What follows belongs to an exercise in optimizing a design on an open flow for a short achievable clock period and few clock cycles per item; a production flow would make more cautious choices. The RTL was checked by simulation tests, not by an equivalence proof against the original design. The clock port is modelled as an ideal driver; clocking choices that lean on that would not hold on a real chip. Power figures rest on the tool's default switching activity, not on a simulated workload.

--- flow/run.sh ---
#!/bin/bash
set -euo pipefail
here="$(pwd)"
bash standard.sh MATCH_CELL_FOOTPRINT=0 IO_CONSTRAINTS="$here/flow/io.tcl" \
  POST_CTS_TCL="$here/flow/post_cts.tcl" finish > flow_make.log 2>&1
--- flow/io.tcl ---
# Pin placement: the resolve port and the mispredict output side by side on
# one edge, so the combinational compare between them stays short.
set_io_pin_constraint -group -order -region top:* -pin_names {resolve_next_pc[0] resolve_next_pc[1] resolve_next_pc[2] resolve_next_pc[3] resolve_next_pc[4] resolve_next_pc[5] resolve_next_pc[6] resolve_next_pc[7] resolve_next_pc[8] resolve_next_pc[9] resolve_next_pc[10] resolve_next_pc[11] resolve_next_pc[12] resolve_next_pc[13] resolve_next_pc[14] resolve_next_pc[15] resolve_valid mispredict resolve_next_pc[16] resolve_next_pc[17] resolve_next_pc[18] resolve_next_pc[19] resolve_next_pc[20] resolve_next_pc[21] resolve_next_pc[22] resolve_next_pc[23] resolve_next_pc[24] resolve_next_pc[25] resolve_next_pc[26] resolve_next_pc[27] resolve_next_pc[28] resolve_next_pc[29] resolve_next_pc[30] resolve_next_pc[31]}
--- flow/post_cts.tcl ---
# After the standard clock tree step and its timing repair: one more setup
# repair pass, then legalize the placement again.
estimate_parasitics -placement
repair_timing -setup -setup_margin 4.0 -skip_last_gasp -verbose
detailed_placement
check_placement -verbose
--- standard.sh ---
#!/bin/bash
# synth_recipe.tcl (not shown) runs the flow's synth.tcl, then flattens the netlist and writes it again
# the make line also repeats each setting of config.mk as NAME=value (left out here)
make -C /OpenROAD-flow-scripts/flow DESIGN_CONFIG=/design/flow/config.mk WORK_HOME=/design/flow/orfs CLKGATE_MAP_FILE= SYNTH_SCRIPT=/design/flow/synth_recipe.tcl "${@:-finish}"
--- config.mk ---
export PLATFORM = sky130hd
export DESIGN_NAME = rv_frontend
export DESIGN_NICKNAME = rv_frontend
export VERILOG_FILES = /design/flow/design.v
export SDC_FILE = /design/flow/constraint.sdc
export NUM_CORES = 4
export LEC_CHECK = 0
export CAP_MARGIN = 20
export CORE_MARGIN = 2
export CORE_UTILIZATION = 40
export SETUP_SLACK_MARGIN = 3.8
export SLEW_MARGIN = 20
export SYNTH_HIERARCHICAL = 1
--- constraint.sdc ---
create_clock -name core_clock -period 8.0 [get_ports {clk}]
set_input_delay 1.6000 -clock core_clock [delete_from_list [all_inputs] [get_ports {clk}]]
set_output_delay 1.6000 -clock core_clock [all_outputs]
set_load 0.01 [all_outputs]
--- design.v ---
`default_nettype none
package fe_pkg;
  typedef logic [31:0]                 addr_t;      
  typedef logic [31:0]                 instr_t;     
  typedef logic [32-1:0]        cnt_t;       
  typedef logic [4-1:0]  btb_idx_t;   
  typedef enum logic [1:0] {
    KIND_OTHER,
    KIND_BRANCH,
    KIND_JAL,
    KIND_JALR
  } instr_kind_e;
  typedef enum logic [1:0] {
    FETCH_IDLE,   
    FETCH_WAIT,   
    FETCH_DROP    
  } fetch_state_e;
  typedef struct packed {
    addr_t       pc;
    instr_t      instr;
    instr_kind_e kind;
    logic        pred_taken;     
    addr_t       pred_next_pc;
  } fetch_rec_t;
  typedef struct packed {
    addr_t       pc;
    instr_t      instr;
    instr_kind_e kind;
    logic        pred_taken;     
    addr_t       pred_next_pc;
    addr_t       seq_pc;         
  } queue_rec_t;
  typedef struct packed {
    logic  valid;
    logic  is_branch;   
    logic  taken;
    addr_t pc;
    addr_t target;
  } bp_update_t;
  typedef struct packed {
    logic  valid;   
    addr_t pc;
  } redirect_t;
  typedef struct packed {
    cnt_t cycles;
    cnt_t cond_branches;
    cnt_t uncond_jumps;
    cnt_t bp_correct;   
  } perf_t;
endpackage
`default_nettype wire
`timescale 1ns/100ps
`default_nettype none
module branch_predictor (
  input  wire                     clk,
  input  wire                     rstn,
  input  wire fe_pkg::addr_t      cur_pc,
  input  wire fe_pkg::addr_t      seq_pc,      
  input  wire fe_pkg::addr_t      jump_pc,     
  input  wire                     sel_jump,    
  input  wire                     sel_tgt,     
  input  wire                     sel_seq,     
  output logic                    hit_r,
  output logic                    ctr_r,       
  output fe_pkg::addr_t           tgt_r,
  input  wire fe_pkg::bp_update_t update
);
  localparam int ENTRIES = 1 << 4;
  localparam int IW      = 4;
  localparam int TAG_W   = 32 - 2 - IW;
  typedef logic [TAG_W-1:0] tag_t;
  typedef logic [1:0]       ctr_t;
  logic [ENTRIES-1:0] valid;
  tag_t               tag_mem [ENTRIES];
  fe_pkg::addr_t      tgt_mem [ENTRIES];
  ctr_t               ctr_mem [ENTRIES];
  fe_pkg::btb_idx_t up_idx;
  tag_t             up_tag;
  logic             up_hit;
  ctr_t             up_ctr;
  logic             we_all;    
  logic             we_ctr;    
  assign up_idx = update.pc[IW+1:2];
  assign up_tag = update.pc[31:IW+2];
  assign up_hit = valid[up_idx] && (tag_mem[up_idx] == up_tag);
  always_comb begin
    up_ctr = ctr_mem[up_idx];
    if (!up_hit) begin
      up_ctr = 2'd2;
    end else if (update.is_branch) begin
      if (update.taken && up_ctr != 2'd3) begin
        up_ctr = up_ctr + 2'd1;
      end else if (!update.taken && up_ctr != 2'd0) begin
        up_ctr = up_ctr - 2'd1;
      end
    end
  end
  assign we_all = update.valid && update.taken;
  assign we_ctr = update.valid && !update.taken && update.is_branch && up_hit;
  always_ff @(posedge clk) begin
    if (!rstn) begin
      valid <= '0;
    end else if (we_all) begin
      valid[up_idx] <= 1'b1;
    end
  end
  always_ff @(posedge clk) begin
    if (we_all) begin
      tag_mem[up_idx] <= up_tag;
      tgt_mem[up_idx] <= update.target;
      ctr_mem[up_idx] <= up_ctr;
    end else if (we_ctr) begin
      ctr_mem[up_idx] <= up_ctr;
    end
  end
  logic [ENTRIES-1:0] j_m, t_m, s_m;
  logic [ENTRIES-1:0] ctr_msb;
  logic               j_sel, t_sel, s_sel;
  logic               j_msb, t_msb, s_msb;
  for (genvar i = 0; i < ENTRIES; i++) begin : g_m
    logic j_eq, t_eq, s_eq;
    fe_tag_eq j_eq_inst (.a(tag_mem[i]), .b(jump_pc[31:IW+2]), .eq(j_eq));
    fe_tag_eq t_eq_inst (.a(tag_mem[i]), .b(tgt_r[31:IW+2]),   .eq(t_eq));
    fe_tag_eq s_eq_inst (.a(tag_mem[i]), .b(seq_pc[31:IW+2]),  .eq(s_eq));
    assign j_m[i]     = valid[i] && j_eq;
    assign t_m[i]     = valid[i] && t_eq;
    assign s_m[i]     = valid[i] && s_eq;
    assign ctr_msb[i] = ctr_mem[i][1];
  end
  fe_sel16 j_hit_sel (.d(j_m), .s(jump_pc[IW+1:2]), .y(j_sel));
  fe_sel16 t_hit_sel (.d(t_m), .s(tgt_r[IW+1:2]),   .y(t_sel));
  fe_sel16 s_hit_sel (.d(s_m), .s(seq_pc[IW+1:2]),  .y(s_sel));
  fe_sel16 j_msb_sel (.d(ctr_msb), .s(jump_pc[IW+1:2]), .y(j_msb));
  fe_sel16 t_msb_sel (.d(ctr_msb), .s(tgt_r[IW+1:2]),   .y(t_msb));
  fe_sel16 s_msb_sel (.d(ctr_msb), .s(seq_pc[IW+1:2]),  .y(s_msb));
  logic          j_hit, t_hit, s_hit, c_hit;
  logic          j_ctr, t_ctr, s_ctr, c_ctr;
  fe_pkg::addr_t j_tgt, t_tgt, s_tgt, c_tgt;
  always_comb begin
    j_hit = j_sel;
    j_ctr = j_msb;
    j_tgt = tgt_mem[jump_pc[IW+1:2]];
    if (jump_pc[IW+1:2] == up_idx) begin
      if (we_all) begin
        j_hit = (jump_pc[31:IW+2] == up_tag);
        j_tgt = update.target;
      end
      if (we_all || we_ctr) j_ctr = up_ctr[1];
    end
    t_hit = t_sel;
    t_ctr = t_msb;
    t_tgt = tgt_mem[tgt_r[IW+1:2]];
    if (tgt_r[IW+1:2] == up_idx) begin
      if (we_all) begin
        t_hit = (tgt_r[31:IW+2] == up_tag);
        t_tgt = update.target;
      end
      if (we_all || we_ctr) t_ctr = up_ctr[1];
    end
    s_hit = s_sel;
    s_ctr = s_msb;
    s_tgt = tgt_mem[seq_pc[IW+1:2]];
    if (seq_pc[IW+1:2] == up_idx) begin
      if (we_all) begin
        s_hit = (seq_pc[31:IW+2] == up_tag);
        s_tgt = update.target;
      end
      if (we_all || we_ctr) s_ctr = up_ctr[1];
    end
    c_hit = hit_r;
    c_ctr = ctr_r;
    c_tgt = tgt_r;
    if (cur_pc[IW+1:2] == up_idx) begin
      if (we_all) begin
        c_hit = (cur_pc[31:IW+2] == up_tag);
        c_tgt = update.target;
      end
      if (we_all || we_ctr) c_ctr = up_ctr[1];
    end
  end
  always_ff @(posedge clk) begin
    if (!rstn) begin
      hit_r <= 1'b0;
    end else if (sel_jump) begin
      hit_r <= j_hit;
    end else if (sel_tgt) begin
      hit_r <= t_hit;
    end else if (sel_seq) begin
      hit_r <= s_hit;
    end else begin
      hit_r <= c_hit;
    end
  end
  always_ff @(posedge clk) begin
    if (sel_jump) begin
      ctr_r <= j_ctr;
      tgt_r <= j_tgt;
    end else if (sel_tgt) begin
      ctr_r <= t_ctr;
      tgt_r <= t_tgt;
    end else if (sel_seq) begin
      ctr_r <= s_ctr;
      tgt_r <= s_tgt;
    end else begin
      ctr_r <= c_ctr;
      tgt_r <= c_tgt;
    end
  end
endmodule
module fe_sel16 (
  input  wire  [15:0] d,
  input  wire  [3:0]  s,
  output logic        y
);
  assign y = d[s];
endmodule
module fe_tag_eq (
  input  wire [25:0] a,
  input  wire [25:0] b,
  output logic       eq
);
  logic [25:0] e1;    
  logic [12:0] n2;    
  logic [6:0]  e4;    
  logic [3:0]  n8;
  logic [1:0]  e16;
  for (genvar i = 0; i < 26; i++) begin : g_e1
    fe_xnor2 u (.a(a[i]), .b(b[i]), .y(e1[i]));
  end
  for (genvar i = 0; i < 13; i++) begin : g_n2
    fe_nand2 u (.a(e1[2*i]), .b(e1[2*i+1]), .y(n2[i]));
  end
  for (genvar i = 0; i < 6; i++) begin : g_e4
    fe_nor2 u (.a(n2[2*i]), .b(n2[2*i+1]), .y(e4[i]));
  end
  fe_nor2 e4_last (.a(n2[12]), .b(n2[12]), .y(e4[6]));
  for (genvar i = 0; i < 3; i++) begin : g_n8
    fe_nand2 u (.a(e4[2*i]), .b(e4[2*i+1]), .y(n8[i]));
  end
  fe_nand2 n8_last (.a(e4[6]), .b(e4[6]), .y(n8[3]));
  for (genvar i = 0; i < 2; i++) begin : g_e16
    fe_nor2 u (.a(n8[2*i]), .b(n8[2*i+1]), .y(e16[i]));
  end
  assign eq = e16[0] && e16[1];
endmodule
`default_nettype wire
`timescale 1ns/100ps
`default_nettype none
module fetch_unit (
  input  wire                     clk,
  input  wire                     rstn,
  output logic                    wb_cyc,
  output logic                    wb_stb,
  output fe_pkg::addr_t           wb_adr,
  input  wire                     wb_ack,
  input  wire fe_pkg::instr_t     wb_dat_i,
  output logic                    ack,        
  output fe_pkg::queue_rec_t      ack_rec,    
  input  wire                     room,       
  input  wire                     q_empty,    
  input  wire fe_pkg::redirect_t  redirect,
  input  wire fe_pkg::bp_update_t update
);
  logic                cyc;
  fe_pkg::addr_t       adr;       
  fe_pkg::addr_t       seq;       
  logic                bp_hit;
  logic                bp_taken;
  fe_pkg::addr_t       bp_target;
  fe_pkg::instr_kind_e kind;
  logic                use_btb;
  logic                hold;      
  logic                sure_miss;
  logic                sel_tgt;
  logic                sel_seq;
  branch_predictor bp_inst (
    .clk      (clk),
    .rstn     (rstn),
    .cur_pc   (adr),
    .seq_pc   (seq),
    .jump_pc  (redirect.pc),
    .sel_jump (redirect.valid),
    .sel_tgt  (sel_tgt),
    .sel_seq  (sel_seq),
    .hit_r    (bp_hit),
    .ctr_r    (bp_taken),
    .tgt_r    (bp_target),
    .update   (update)
  );
  always_comb begin
    case (wb_dat_i[6:0])
      7'b1100011: kind = fe_pkg::KIND_BRANCH;
      7'b1101111:    kind = fe_pkg::KIND_JAL;
      7'b1100111:   kind = fe_pkg::KIND_JALR;
      default:       kind = fe_pkg::KIND_OTHER;
    endcase
  end
  logic [3:0]    ub;
  fe_pkg::addr_t pred_pc;
  for (genvar g = 0; g < 4; g++) begin : g_ub
    fe_ub ub_inst (.op(wb_dat_i[6:0]), .hit(bp_hit), .ctr(bp_taken), .ub(ub[g]));
    assign pred_pc[8*g +: 8] = ub[g] ? bp_target[8*g +: 8] : seq[8*g +: 8];
  end
  assign use_btb = ub[0];
  assign ack = wb_ack && cyc;
  assign sel_tgt = !redirect.valid && ack && use_btb;
  assign sel_seq = !redirect.valid && ack && !use_btb;
  always_comb begin
    ack_rec.pc         = adr;
    ack_rec.instr      = wb_dat_i;
    ack_rec.kind       = kind;
    ack_rec.pred_taken = use_btb;
    ack_rec.pred_next_pc = pred_pc;
    ack_rec.seq_pc     = seq;
  end
  assign wb_cyc = cyc;
  assign wb_stb = cyc;
  assign wb_adr = adr;
  assign sure_miss = ((kind == fe_pkg::KIND_JAL) || (kind == fe_pkg::KIND_JALR)) && !use_btb;
  always_ff @(posedge clk) begin
    if (!rstn || redirect.valid) begin
      hold <= 1'b0;
    end else if (ack) begin
      hold <= sure_miss;
    end else if (q_empty) begin
      hold <= 1'b0;
    end
  end
  always_ff @(posedge clk) begin
    if (!rstn) begin
      cyc <= 1'b0;
      adr <= 32'h0000_0000;
      seq <= 32'h0000_0000 + 32'd4;
    end else if (redirect.valid) begin
      adr <= redirect.pc;
      seq <= redirect.pc + 32'd4;
      cyc <= ack || !cyc;   
    end else if (ack) begin
      adr <= ack_rec.pred_next_pc;
      seq <= use_btb ? bp_target + 32'd4 : seq + 32'd4;
      cyc <= room && !sure_miss;
    end else if (!cyc) begin
      cyc <= room && (!hold || q_empty);
    end
  end
endmodule
`default_nettype wire
`default_nettype none
module fe_ub (
  input  wire  [6:0] op,
  input  wire        hit,
  input  wire        ctr,
  output logic       ub
);
  assign ub = hit && op[6] && op[5] && !op[4] && op[1] && op[0] && (op[2] || (!op[3] && ctr));
endmodule
`default_nettype wire
`timescale 1ns/100ps
`default_nettype none
module inflight_queue (
  input  wire                     clk,
  input  wire                     rstn,
  input  wire                     push,
  input  wire fe_pkg::queue_rec_t push_rec,
  input  wire                     pop,
  input  wire                     flush,
  output fe_pkg::queue_rec_t      head,
  output logic                    head_valid,
  output logic                    room,       
  output logic                    empty       
);
  localparam int DEPTH = 6;
  localparam int REC_W = 32 + 32 + 2 + 1 + 32 + 32;   
  logic [REC_W-1:0] mem [DEPTH];
  logic [DEPTH-1:0] vld;         
  logic [DEPTH-1:0] vld_pop;
  logic [DEPTH-1:0] vld_nxt;
  logic [DEPTH-1:0] vld_prev;    
  assign head       = mem[0];
  assign head_valid = vld[0];
  assign vld_pop = pop ? (vld >> 1) : vld;
  assign vld_nxt = push ? {vld_pop[DEPTH-2:0], 1'b1} : vld_pop;
  assign vld_prev = {vld_pop[DEPTH-2:0], 1'b1};
  assign empty   = flush || !vld_nxt[0];
  assign room    = flush || !vld_nxt[DEPTH-1];
  always_ff @(posedge clk) begin
    if (!rstn || flush) begin
      vld <= '0;
    end else begin
      vld <= vld_nxt;
    end
  end
  always_ff @(posedge clk) begin
    for (int i = 0; i < DEPTH; i++) begin
      if (push && !vld_pop[i] && vld_prev[i]) begin
        mem[i] <= push_rec;
      end else if (pop && i < DEPTH - 1) begin
        mem[i] <= mem[(i < DEPTH - 1) ? i + 1 : i];
      end
    end
  end
endmodule
`default_nettype wire
`timescale 1ns/100ps
`default_nettype none
module branch_resolver (
  input  wire                     clk,
  input  wire                     rstn,
  input  wire fe_pkg::queue_rec_t head,
  input  wire                     head_valid,
  input  wire                     resolve_valid,
  input  wire fe_pkg::addr_t      resolve_next_pc,
  input  wire                     q_valid,
  input  wire fe_pkg::addr_t      q_pred_next_pc,
  output logic                    complete,
  output logic                    mis_out,     
  output fe_pkg::redirect_t       redirect,
  output fe_pkg::bp_update_t      update,
  output fe_pkg::perf_t           perf
);
  logic  is_branch;
  logic  is_jump;
  logic  actual_taken;
  logic  pred_ok;
  logic  mis;
  assign complete  = head_valid && resolve_valid;
  assign is_branch = (head.kind == fe_pkg::KIND_BRANCH);
  assign is_jump   = (head.kind == fe_pkg::KIND_JAL) || (head.kind == fe_pkg::KIND_JALR);
  assign actual_taken = (resolve_next_pc != head.seq_pc);
  logic [31:0] eq1;
  logic [15:0] ne2;
  logic [7:0]  eq4;
  logic [3:0]  ne8;
  logic [1:0]  eq16;
  logic        no_head;
  for (genvar i = 0; i < 32; i++) begin : g_eq1
    fe_xnor2 u (.a(resolve_next_pc[i]), .b(q_pred_next_pc[i]), .y(eq1[i]));
  end
  for (genvar i = 0; i < 16; i++) begin : g_ne2
    fe_nand2 u (.a(eq1[2*i]), .b(eq1[2*i+1]), .y(ne2[i]));
  end
  for (genvar i = 0; i < 8; i++) begin : g_eq4
    fe_nor2 u (.a(ne2[2*i]), .b(ne2[2*i+1]), .y(eq4[i]));
  end
  for (genvar i = 0; i < 4; i++) begin : g_ne8
    fe_nand2 u (.a(eq4[2*i]), .b(eq4[2*i+1]), .y(ne8[i]));
  end
  for (genvar i = 0; i < 2; i++) begin : g_eq16
    fe_nor2 u (.a(ne8[2*i]), .b(ne8[2*i+1]), .y(eq16[i]));
  end
  fe_nand2 no_head_inst (.a(resolve_valid), .b(q_valid), .y(no_head));
  fe_a21oi mis_inst (.a1(eq16[0]), .a2(eq16[1]), .b1(no_head), .y(mis));
  fe_a21oi mis_out_inst (.a1(eq16[0]), .a2(eq16[1]), .b1(no_head), .y(mis_out));
  assign pred_ok = !mis;
  always_comb begin
    redirect.valid = mis;
    redirect.pc    = resolve_next_pc;
  end
  always_comb begin
    update.valid     = complete && (is_branch || (is_jump && actual_taken));
    update.is_branch = is_branch;
    update.taken     = actual_taken;
    update.pc        = head.pc;
    update.target    = resolve_next_pc;
  end
  always_ff @(posedge clk) begin
    if (!rstn) begin
      perf <= '0;
    end else begin
      perf.cycles <= perf.cycles + fe_pkg::cnt_t'(1);
      if (complete && is_branch) begin
        perf.cond_branches <= perf.cond_branches + fe_pkg::cnt_t'(1);
      end
      if (complete && is_jump) begin
        perf.uncond_jumps <= perf.uncond_jumps + fe_pkg::cnt_t'(1);
      end
      if (complete && is_branch && pred_ok) begin
        perf.bp_correct <= perf.bp_correct + fe_pkg::cnt_t'(1);
      end
    end
  end
endmodule
`default_nettype wire
`default_nettype none
module fe_xnor2 (
  input  wire  a,
  input  wire  b,
  output logic y
);
  assign y = !(a ^ b);
endmodule
module fe_nand2 (
  input  wire  a,
  input  wire  b,
  output logic y
);
  assign y = !(a && b);
endmodule
module fe_nor2 (
  input  wire  a,
  input  wire  b,
  output logic y
);
  assign y = !(a || b);
endmodule
module fe_a21oi (
  input  wire  a1,
  input  wire  a2,
  input  wire  b1,
  output logic y
);
  assign y = !((a1 && a2) || b1);
endmodule
`default_nettype wire
`timescale 1ns/100ps
`default_nettype none
module rv_frontend (
  input  wire         clk,
  input  wire         rstn,
  output logic        wb_cyc,
  output logic        wb_stb,
  output logic [31:0] wb_adr,
  input  wire         wb_ack,
  input  wire  [31:0] wb_dat_i,
  output logic [31:0] issue_pc,
  output logic [31:0] issue_instr,
  output logic [1:0]  issue_kind,
  output logic        issue_pred_taken,
  output logic [31:0] issue_pred_next_pc,
  output logic        issue_valid,
  input  wire         resolve_valid,
  input  wire  [31:0] resolve_next_pc,
  output logic        mispredict,
  output logic [31:0] perf_cycles,
  output logic [31:0] perf_cond_branches,
  output logic [31:0] perf_uncond_jumps,
  output logic [31:0] perf_bp_correct
);
  logic               ack;
  fe_pkg::queue_rec_t ack_rec;
  logic               room;
  logic               q_empty;
  logic               q_valid;
  fe_pkg::queue_rec_t q_head;
  logic               complete;
  logic               push;
  logic               pop;
  fe_pkg::redirect_t  redirect;
  fe_pkg::bp_update_t update;
  fe_pkg::queue_rec_t issue;
  fe_pkg::addr_t      q_pred_next_pc;
  fe_pkg::perf_t      perf;
  fetch_unit fetch_unit_inst (
    .clk        (clk),
    .rstn       (rstn),
    .wb_cyc     (wb_cyc),
    .wb_stb     (wb_stb),
    .wb_adr     (wb_adr),
    .wb_ack     (wb_ack),
    .wb_dat_i   (wb_dat_i),
    .ack        (ack),
    .ack_rec    (ack_rec),
    .room       (room),
    .q_empty    (q_empty),
    .redirect   (redirect),
    .update     (update)
  );
  assign q_pred_next_pc = q_head.pred_next_pc;
  assign issue       = q_head;
  assign issue_valid = q_valid;
  assign pop  = complete && q_valid;
  assign push = ack;
  inflight_queue inflight_queue_inst (
    .clk        (clk),
    .rstn       (rstn),
    .push       (push),
    .push_rec   (ack_rec),
    .pop        (pop),
    .flush      (redirect.valid),
    .head       (q_head),
    .head_valid (q_valid),
    .room       (room),
    .empty      (q_empty)
  );
  branch_resolver branch_resolver_inst (
    .clk             (clk),
    .rstn            (rstn),
    .head            (issue),
    .head_valid      (issue_valid),
    .resolve_valid   (resolve_valid),
    .resolve_next_pc (resolve_next_pc),
    .q_valid         (q_valid),
    .q_pred_next_pc  (q_pred_next_pc),
    .complete        (complete),
    .mis_out         (mispredict),
    .redirect        (redirect),
    .update          (update),
    .perf            (perf)
  );
  assign issue_pc           = issue.pc;
  assign issue_instr        = issue.instr;
  assign issue_kind         = issue.kind;
  assign issue_pred_taken   = issue.pred_taken;
  assign issue_pred_next_pc = q_pred_next_pc;
  assign perf_cycles        = perf.cycles;
  assign perf_cond_branches = perf.cond_branches;
  assign perf_uncond_jumps  = perf.uncond_jumps;
  assign perf_bp_correct    = perf.bp_correct;
endmodule
`default_nettype wire
==> qor.yml, run 1 <==
power.leakage_nw: 41.5
syn_inst: 8545
end_kind: "flop"
clk_pin_slew_ps: 60
ir_drop_uv: 191
critPathArrivalTime_ps: 4730
rsz0062_at_grt: "yes"
die_h_um: 532
worst-path-max-fanout: 13
worstHoldPathType: "reg2reg"
wl_per_cell_um: 32.8
regArea_um2: 57900
synth_fp_nets: 8625
antenna_found_initial: 31
period_share_pct: 52.4
gp_routability_congestion: 0.979
r2r_end: "fetch_unit_inst.bp_inst.ctr_mem[1][1]"
setup_viol_count_final: 0
synth_area_um2: 111000
skew_ps: 109
grt_max_degree: 133
tightestPinTransition_ps: 1190
critPathLaunchType: "flop"
grt_first_pass_wirelength_um: 584000
yosysWarnings: 11
reg2reg_depth: 13
finalCriticalPeriod_ps: 4190
worstHoldStart: "branch_resolver_inst.perf[96]"
avgSynthCellArea_um2: 13.0
vias_per_cell: 6.04
slew_viol_final: 0
cap_violations: 0
r2r_start: "inflight_queue_inst.mem[0][102]"
hold_path_end: "branch_resolver_inst.perf[96]"
worstSetupPathType: "reg2reg"
multi_input_area_um2: 51400
final.setup.tns_ps: 0
drive_above_1_share_pct: 21.8
relSlewSlack_pct: 20.7
reg2reg_slack_ps: 3810
fmax_mhz: 239
io_pins: 331
clock_latency_ps: 940
min_path_cells: 1
p_per_area_nw_per_um2: 199
core_area_um2: 277000
area_growth_syn_to_layout_pct: 15.6
ant_nets: 0
drc: 0
io_buffer_count: 330
dieWidth_um: 532
final_nets: 9012
initial_core_util_pct: 40.2
cts.sinks: 2000
fin_hold_ws_ps: 493
hpwl_um: 259000
grt_pass1_vias: 75029
fill_cells: 24384
drt-initial-drc-count: 10632
num_rows: 193
die_area_um2: 283000
grt-ovfl-total: 0
first_pass_iters: 7
via_count: 77536
routed_wl_um: 421000
crit_required_ps: 8540
cts_tree: "done"
finalHoldViolCount: 0
gr-usage-all-layers_pct: 28.9
status: "finished clean"
state kept, by name, summed over array words and instances (netlist names), 6 cells and up, named ones only:
signal / count
fetch_unit_inst.adr: 32
fetch_unit_inst.bp_inst.tag_mem: 416
inflight_queue_inst.vld: 6
fetch_unit_inst.bp_inst.ctr_mem: 32
inflight_queue_inst.mem: 786
fetch_unit_inst.seq: 32
fetch_unit_inst.bp_inst.tgt_r: 32
branch_resolver_inst.perf: 128
fetch_unit_inst.bp_inst.valid: 16
fetch_unit_inst.bp_inst.tgt_mem: 512
final cells by class:
cell class	instances	area share [%]
antenna	7	0.0136
clock buffer	271	4.58
clock inverter	139	1.18
inverter	45	0.139
multi-input combinational	5967	39.9
sequential	2000	44.9
tap	3705	3.60
timing repair buffer	695	5.73
metrics by stage:
| stage | instances | setup WS (ps) | instance area, um2 | util (%) | total power, W |
|---|---|---|---|---|---|
| 2_1_floorplan | 8545 | 3270 | 112000 | - | 0.0138 |
| 3_3_place_gp | 12275 | 1720 | 119000 | 42.8 | 0.0150 |
| 3_5_place_dp | 12275 | 1650 | 119000 | 42.8 | 0.0150 |
| 5_1_grt | 12823 | 3770 | 129000 | 46.5 | 0.0262 |
| 6_report | 12829 | 3810 | 129000 | 46.5 | 0.0256 |
placed cells by master, fill, tap and decap left out, drive strengths merged, types with 25 or more instances in the layout:
cell type	instances
edfxtp	1779
xnor2	1440
nand2	958
nor2	728
mux2	703
mux4	515
buf	378
clkbuf	292
clkdlybuf4s50	288
mux2i	237
dfxtp	221
a21oi	177
a211oi	175
xor2	140
and2	140
nor2b	96
clkinv	91
nand4	69
nor3	68
nand3	66
o21ai	64
nor4	56
and3	54
inv	50
bufinv	28
o21a	26
a31oi	25
worst max path at each step:
| stage | from | to | slack [ps] | cells after the start |
|---|---|---|---|---|
| after floorplan | resolve_valid | inflight_queue_inst.mem[5][0] | 3270 | 7 |
| after global placement | resolve_next_pc[1] | fetch_unit_inst.seq[18] | 1720 | 15 |
| after detailed placement | resolve_next_pc[1] | flop | 1650 | 14 |
| after global routing | resolve_next_pc[22] | mispredict | 3770 | 8 |
| final | inflight_queue_inst.mem[0][102] | fetch_unit_inst.bp_inst.ctr_mem[1][1] | 3810 | 13 |
critical path, cell delays in order (launching register included):
cell and delay (ps):
edfxtp_1 500, buf_12 200, buf_12 150, buf_16 170, buf_4 160, mux4_2 400
a221o_1 400, a211oi_2 450, a31o_2 230, o211a_4 230, nor4b_4 300, or2_4 250
nand2_2 170, nor2_2 180
report_power, final:
part | switching [W] | total, W | internal (W)
clock network | 0.00447 | 0.0106 | 0.00615
logic | 0.00200 | 0.00331 | 0.00131
registers | 0.000192 | 0.0117 | 0.0115
total | 0.00667 | 0.0256 | 0.0189
layer usage:
layer  global-route usage [%]  vias up  routed length [um]
met5                    0.169        -                 149
met4                     13.4       16               23100
met3                     7.53     1057               49300
met2                     43.6     4884              185000
met1                     38.8    39439              163000
li1                         -    32140                   -
Testbench counts, summed over its fixed seeds: cycles 33,178, instrs 16,000.
==> run 2, diff against run 1 <==
--- a/design.v
+++ b/design.v
@@ -426,7 +426,27 @@
   assign complete  = head_valid && resolve_valid;
   assign is_branch = (head.kind == fe_pkg::KIND_BRANCH);
   assign is_jump   = (head.kind == fe_pkg::KIND_JAL) || (head.kind == fe_pkg::KIND_JALR);
-  assign actual_taken = (resolve_next_pc != head.seq_pc);
+  logic [31:0] t_eq1;
+  logic [15:0] t_ne2;
+  logic [7:0]  t_eq4;
+  logic [3:0]  t_ne8;
+  logic [1:0]  t_eq16;
+  for (genvar i = 0; i < 32; i++) begin : g_t_eq1
+    fe_xnor2 u (.a(resolve_next_pc[i]), .b(head.seq_pc[i]), .y(t_eq1[i]));
+  end
+  for (genvar i = 0; i < 16; i++) begin : g_t_ne2
+    fe_nand2 u (.a(t_eq1[2*i]), .b(t_eq1[2*i+1]), .y(t_ne2[i]));
+  end
+  for (genvar i = 0; i < 8; i++) begin : g_t_eq4
+    fe_nor2 u (.a(t_ne2[2*i]), .b(t_ne2[2*i+1]), .y(t_eq4[i]));
+  end
+  for (genvar i = 0; i < 4; i++) begin : g_t_ne8
+    fe_nand2 u (.a(t_eq4[2*i]), .b(t_eq4[2*i+1]), .y(t_ne8[i]));
+  end
+  for (genvar i = 0; i < 2; i++) begin : g_t_eq16
+    fe_nor2 u (.a(t_ne8[2*i]), .b(t_ne8[2*i+1]), .y(t_eq16[i]));
+  end
+  fe_nand2 taken_inst (.a(t_eq16[0]), .b(t_eq16[1]), .y(actual_taken));
   logic [31:0] eq1;
   logic [15:0] ne2;
   logic [7:0]  eq4;
==> run 2 against run 1 <==
Net effect: final cell count is 0.70% higher; hold slack worse by 26 ps; maximum frequency is 1.4% lower; routed wire length is 0.64% lower; synthesized cell count is 0.89% higher; non-clock buffer count is 19 higher; combinational power hardly changed; final area is 0.42% higher; setup slack worse by 58 ps; first-iteration DRC count is 2.9% lower.
==> qor.yml, run 2 <==
status: "finished clean"
r2r_end: "fetch_unit_inst.bp_inst.ctr_mem[13][0]"
fin_hold_ws_ps: 467  # -26.3 ps
critPathLaunchType: "primary input"
io_pins: 331  # unchanged
gp_routability_congestion: 0.946  # -3.4%
reg2reg_slack_ps: 3830  # +20 ps
rsz0062_at_grt: "yes"
drt-initial-drc-count: 10326  # -2.9%
via_count: 77980  # +0.57%
gr-usage-all-layers_pct: 28.6  # -0.25 points
clock_latency_ps: 960  # +20 ps
hpwl_um: 256000  # -1.2%
grt_first_pass_wirelength_um: 584000  # about the same
reg.largest.list: "inflight_queue_inst.mem x786, fetch_unit_inst.bp_inst.tgt_mem x512, fetch_unit_inst.bp_inst.tag_mem x416"
place_ws_ps: 1940  # +288 ps
synth_fp_nets: 8701  # +0.88%
area_growth_syn_to_layout_pct: 15.7  # about the same
drc: 0  # unchanged
fmax_mhz: 235  # -1.4%
design_power_total_w: 0.0257  # +0.38%
layout_commonest_cell: "edfxtp_1"
grt_max_degree: 137  # +3.0%
final_cell_mix: "edfxtp_1 (1779), xnor2_1 (1378), nand2_1 (974)"
relSlewSlack_pct: 20.8  # +0.077 points
setup_viol_count_final: 0  # unchanged
setup_slack_ps: 3750  # -58.3 ps
stdcell_count: 12919  # +0.70%
finalHoldViolCount: 0  # unchanged
reg2reg_depth: 14  # +1
die_h_um: 533  # +0.19%
power.leakage_nw: 41.7  # +0.47%
yosysWarnings: 11  # unchanged
avgSynthCellArea_um2: 13.0  # -0.51%
min_path_cells: 1  # unchanged
crit_start: "wb_ack"
slew_viol_final: 0  # unchanged
ant_nets: 0  # unchanged
num_rows: 194  # +0.52%
end_kind: "flop"
wl_per_cell_um: 32.4  # -1.3%
io_buffer_count: 330  # unchanged
crit_required_ps: 8610  # +70 ps
hold_path_end: "inflight_queue_inst.mem[1][121]"
place_inst: 12350  # +0.61%
cap_violations: 0  # unchanged
syn_inst: 8621  # +0.89%
clk_pin_slew_ps: 60  # about the same
final.setup.tns_ps: 0  # unchanged
first_pass_iters: 6  # -1
skew_ps: 159  # +49.3 ps
fill_cells: 24479  # +0.39%
worst-path-max-fanout: 131  # +118
tightestPinTransition_ps: 1190  # -2.46 ps
vias_per_cell: 6.04  # -0.13%
cts.sinks: 2000  # unchanged
worstHoldStart: "inflight_queue_inst.mem[2][121]"
synth_area_um2: 112000  # +0.38%
worstHoldPathType: "reg2reg"
final_nets: 9084  # +0.80%
finalCriticalPeriod_ps: 4250  # +58.3 ps
die_area_um2: 284000  # +0.37%
top_register: "inflight_queue_inst.mem"
drive_above_1_share_pct: 21.2  # -0.67 points
r2r_start: "inflight_queue_inst.mem[0][103]"
dieWidth_um: 533  # +0.19%
routed_wl_um: 418000  # -0.64%
grt-ovfl-total: 0  # unchanged
core_area_um2: 279000  # +0.69%
largest_reg_flops: 786  # unchanged
initial_core_util_pct: 40.1  # -0.13 points
worstSetupPathType: "in2reg"
grt_pass1_vias: 76387  # +1.8%
period_share_pct: 53.1  # +0.73 points
critPathArrivalTime_ps: 4860  # +130 ps
p_per_area_nw_per_um2: 199  # about the same
antenna_found_initial: 22  # -29%
cts_tree: "done"
ir_drop_uv: 180  # -5.5%
==> run 2: area by class of cell <==
type | instances | area (um2) | area share (%)
clock buffer | 278 | 5970 | 4.61
inverter | 43 | 169 | 0.130
clock inverter | 130 | 1480 | 1.14
multi-input combinational | 6019 | 51400 | 39.7
antenna | 11 | 27.5 | 0.0213
tap | 3724 | 4660 | 3.60
timing repair buffer | 714 | 7860 | 6.07
sequential | 2000 | 57900 | 44.7
==> run 2: worst max path at each step <==
stage               slack, ps                         endpoint  depth (start not counted)
finish                   3750  inflight_queue_inst.mem[4][103]                          8
global placement         1980          fetch_unit_inst.seq[18]                         16
detailed placement       1940                             flop                         20
global route             3730  inflight_queue_inst.mem[4][129]                          8
floorplan                3160    inflight_queue_inst.mem[5][0]                          8
==> run 2: critical path: stages <==
cell and delay [ps]:
clkdlybuf4s50_1 470, nand2_2 90, buf_4 400, inv_4 240, and2_1 350, a32oi_4 440
buf_16 620, mux2_1 390
==> run 2: per-stage QoR <==
step,utilization [%],instance area (um2)
2_1_floorplan,-,112000
3_3_place_gp,42.7,119000
3_5_place_dp,42.7,119000
5_1_grt,46.4,129000
6_report,46.4,129000
==> run 2: where the power goes <==
group	switching [W]	internal, W	total [W]
Sequential	0.000188	0.0115	0.0117
Clock	0.00444	0.00627	0.0107
Combinational	0.00200	0.00133	0.00333
Total	0.00662	0.0191	0.0257
==> run 2: metal layers <==
layer | vias to the layer above | GRT usage, % | wire length, um
li1 | 32602 | - | -
met1 | 39712 | 38.0 | 164000
met2 | 4612 | 43.3 | 185000
met3 | 1046 | 7.76 | 46100
met4 | 8 | 13.7 | 22800
met5 | - | 0 | 48
Testbench counts of run 2, summed over its fixed seeds: cycles 33,178, instrs 16,000.

what the ideal ports hide:
The flow's constraints put no driver on any port. The routed layouts listed below were extracted and timed again, unchanged, in two steps. Step 1: set_driving_cell puts a clkbuf_16 on clk and a buf_2 on each other input, an assumption about the parent block. Step 2 also shifts input and output timing later by t, the mid clock arrival at the registers, as if the neighbouring blocks saw the same clock. Three values: no drivers, after step 1, after step 2; two values: the first two.
| run | t, ns | slack for setup (ns) | clock arrival spread, ns |
|---|---|---|---|
| run 1 | 0.995 | 3.807 / 3.524 / 2.752 | 0.115 / 0.115 |
| run 2 | 0.983 | 3.749 / 3.475 / 2.588 | 0.164 / 0.163 |
After both steps setup and hold are still met in every run listed. The setup slack of run 2, which loses most, moves by -0.274 ns with the drivers and by -1.161 ns with both steps.
